From an optimization exercise on the open Yosys and OpenROAD flow, aimed at a short achievable clock period and few clock cycles per item; shortcuts taken in it are not production practice.
Only simulation tests tie the RTL to the original design; equivalence was not proved.
Power figures rest on the tool's default switching activity, not on a simulated workload.

==> inputs of run a <==
// rvCore
module rvCore #(
    parameter int unsigned DMEM_BYTES = 256,
    parameter logic [31:0] RESET_PC   = 32'h0000_0000
) (
    input  logic        clk,
    input  logic        arstN,
    output logic [31:0] fetchPc,
    input  logic [31:0] instr,
    input  logic        instrValid,
    output logic        instrReady,
    output logic        retireValid,
    input  logic        retireReady,
    output logic [31:0] retirePc,
    output logic        retireWe,
    output logic [4:0]  retireRd,
    output logic [31:0] retireData,
    output logic [31:0] retireNextPc
);
Settings: LEC_CHECK=0, ABC_CLOCK_PERIOD_IN_PS=2000, CAP_MARGIN=20, CORE_MARGIN=2, CORE_UTILIZATION=35, PLACE_DENSITY=0.5, SETUP_SLACK_MARGIN=5, SLEW_MARGIN=20, TNS_END_PERCENT=100; clock period 8.0 ns.
run.sh (not shown) runs the stock make flow with config.mk's settings and CLKGATE_MAP_FILE= SYNTH_SCRIPT=/design/flow/synth_recipe.tcl, a recipe that flattens the netlist after the stock synthesis.
==> inputs of run b, as changes to run a <==
--- a/flow/design.v
+++ b/flow/design.v
@@ -99,17 +99,17 @@
     localparam logic [6:0] OP_JAL    = 7'b1101111;
     localparam logic [6:0] OP_JALR   = 7'b1100111;
     localparam logic [6:0] OP_LUI    = 7'b0110111;
     localparam logic [6:0] OP_STORE  = 7'b0100011;
     localparam logic [6:0] OP_LOAD   = 7'b0000011;
     localparam int unsigned ADDR_W = $clog2(DMEM_BYTES);
     localparam int BTB_N = 4;
     logic [31:0] pcF;
-    logic [31:0] pcOutNF;    
+    logic [31:0] pcOutF;     
     logic        rdyF;       
     logic        rdyQ;       
     logic        hazF;       
     logic        btbV   [BTB_N];
     logic [31:0] btbPc  [BTB_N];
     logic [31:0] btbTgt [BTB_N];
     logic [$clog2(BTB_N)-1:0] btbPtr;
     logic        validD;
@@ -175,17 +175,16 @@
     logic [15:0] memHiM;     
     logic        weM;
     logic        fwdM;
     logic [4:0]  rdM;
     logic        insM;       
     logic        delM;       
     localparam int QN = 5;
     logic [QN-1:0]    qv;        
-    logic             qv0NF;     
     logic [QN*32-1:0] qPc;
     logic [QN-1:0]    qWe;
     logic [QN*5-1:0]  qRd;
     logic [QN*32-1:0] qData;
     logic [QN*32-1:0] qNext;
     logic [8*DMEM_BYTES-1:0] dmem;
     logic        take;       
     logic        redirE;
@@ -283,17 +282,17 @@
                           (usesRs2F & (instr[24:20] == rdD)))) |
                         (validE & isLoadE & fwdE & (isStF | isLdF) &
                          (instr[19:15] == rdE))));
     always_ff @(posedge clk or negedge arstN)
     begin
         if (!arstN)
         begin
             pcF    <= RESET_PC;
-            pcOutNF <= ~RESET_PC;
+            pcOutF <= RESET_PC;
             hazF   <= 1'b0;
             rdyF   <= 1'b1;
             rdyQ   <= 1'b1;
             validD <= 1'b0;
         end
         else
         begin
             hazF <= hazNextF;
@@ -303,23 +302,23 @@
                 pcF <= nextPcE;
             else if (hazF)
                 pcF <= pcF;
             else if (redirD)
                 pcF <= tgtD;
             else if (take)
                 pcF <= predNextF;
             if (redirE)
-                pcOutNF <= ~nextPcE;
+                pcOutF <= nextPcE;
             else if (hazF)
-                pcOutNF <= pcOutNF;
+                pcOutF <= pcOutF;
             else if (redirD)
-                pcOutNF <= ~tgtD;
+                pcOutF <= tgtD;
             else if (take)
-                pcOutNF <= ~predNextF;
+                pcOutF <= predNextF;
             if (redirE)
                 validD <= 1'b0;
             else if (hazF)
                 validD <= validD;
             else
                 validD <= take & ~redirD;
         end
     end
@@ -375,17 +374,17 @@
             else if (wrM && rdM == rs1D)
                 rfAD <= resMfull;
             if (wrE && rdE == rs2D)
                 rfBD <= aluOutE;
             else if (wrM && rdM == rs2D)
                 rfBD <= resMfull;
         end
     end
-    assign fetchPc = ~pcOutNF;
+    assign fetchPc = pcOutF;
     logic [31:0] aluOutE;
     logic [31:0] tgtD;
     logic [31:0] pc4D;
     logic        eA, eB;
     logic [31:0] baseA;
     logic [31:0] baseB;
     logic [31:0] rs1V;
     logic [31:0] rs2V;
@@ -621,54 +620,21 @@
             putQ[i]   = pushQ & ~shV[i] & ((i == 0) ? 1'b1 : shV[(i + QN - 1) % QN]);
             qvNext[i] = shV[i] | putQ[i];
         end
     end
     assign rdyQNext = ~qvNext[1];
     always_ff @(posedge clk or negedge arstN)
     begin
         if (!arstN)
-        begin
-            qv    <= '0;
-            qv0NF <= 1'b1;
-        end
+            qv <= '0;
         else
-        begin
-            qv    <= qvNext;
-            qv0NF <= ~qvNext[0];
-        end
-    end
-    always_ff @(posedge clk or negedge arstN)
-    begin
-        if (!arstN)
-        begin
-            qPc[31:0]   <= '0;
-            qWe[0]      <= 1'b0;
-            qRd[4:0]    <= '0;
-            qData[31:0] <= '0;
-            qNext[31:0] <= '0;
-        end
-        else if (putQ[0])
-        begin
-            qPc[31:0]   <= pcM;
-            qWe[0]      <= weM;
-            qRd[4:0]    <= rdM;
-            qData[31:0] <= resMfull;
-            qNext[31:0] <= nextPcM;
-        end
-        else if (popQ)
-        begin
-            qPc[31:0]   <= qPc[63:32];
-            qWe[0]      <= qWe[1];
-            qRd[4:0]    <= qRd[9:5];
-            qData[31:0] <= qData[63:32];
-            qNext[31:0] <= qNext[63:32];
-        end
+            qv <= qvNext;
     end
-    for (genvar i = 1; i < QN; i++)
+    for (genvar i = 0; i < QN; i++)
     begin : gQueue
         always_ff @(posedge clk)
         begin
             if (putQ[i])
             begin
                 qPc[32*i +: 32]   <= pcM;
                 qWe[i]            <= weM;
                 qRd[5*i +: 5]     <= rdM;
@@ -680,15 +646,15 @@
                 qPc[32*i +: 32]   <= qPc[32*((i + 1) % QN) +: 32];
                 qWe[i]            <= qWe[(i + 1) % QN];
                 qRd[5*i +: 5]     <= qRd[5*((i + 1) % QN) +: 5];
                 qData[32*i +: 32] <= qData[32*((i + 1) % QN) +: 32];
                 qNext[32*i +: 32] <= qNext[32*((i + 1) % QN) +: 32];
             end
         end
     end
-    assign retireValid  = ~qv0NF;
+    assign retireValid  = qv[0];
     assign retirePc     = qPc[31:0];
     assign retireWe     = qWe[0];
     assign retireRd     = qRd[4:0];
     assign retireData   = qData[31:0];
     assign retireNextPc = qNext[31:0];
 endmodule
==> comparison table <==
Status: run a finished clean; run b finished clean
Power per cell area: run a 376.4 mW/mm²; run b 373.5 mW/mm²
Achievable frequency: run a 268.2 MHz; run b 286.6 MHz
Compound-gate portion of the synthesized area: run a 15.33%; run b 15.25%
Internal power consumption: run a 54220 µW; run b 53660 µW
TritonCTS sink count: run a 4671; run b 4638
Slack of the critical path: run a 4.271 ns; run b 4.511 ns
Overall die area: run a 0.5483 mm²; run b 0.5439 mm²
Data arrival, critical path: run a 2.13 ns; run b 1.89 ns
DRC violation total after the first TritonRoute iteration: run a 20790; run b 21320
Power attributed to sequential cells: run a 36200 µW; run b 35400 µW
Initial antenna violation count: run a 80; run b 68
Placed instance count: run a 21260; run b 20850
Leakage power total: run a 0.08560 µW; run b 0.08340 µW
Testbench counts of run a, summed over its fixed seeds: cycles 24,274, instrs 24,000.
Testbench counts of run b, summed over its fixed seeds: cycles 24,274, instrs 24,000.

-- port drivers added, routing unchanged --
The flow's constraints put no driver on any port. The routed layouts listed below were extracted and timed again, unchanged, in two steps.
Step 1 assumes that a clkbuf_16 drives the clock port and a buf_2 every other input.
Step 2, shift: input delay + t, output delay - t, t = (earliest + latest rising clock arrival at the registers) / 2. This alone moves slack from input paths to output paths.
Three values: ideal, step 1, step 2; two values: the first two.
| run | t, ns | setup slack, ns | clock arrival spread, ns | worst data-port slew with drivers (ns) |
|---|---|---|---|---|
| run a | 1.170 | 4.271 / 4.137 / 3.335 | 0.122 / 0.123 | 0.35 |
| run b | 1.192 | 4.511 / 4.389 / 3.408 | 0.106 / 0.107 | 0.31 |
After both steps every run listed still meets setup and hold. For run b, which loses most, drivers alone change the setup slack by -0.122 ns; drivers and shift together by -1.103 ns.
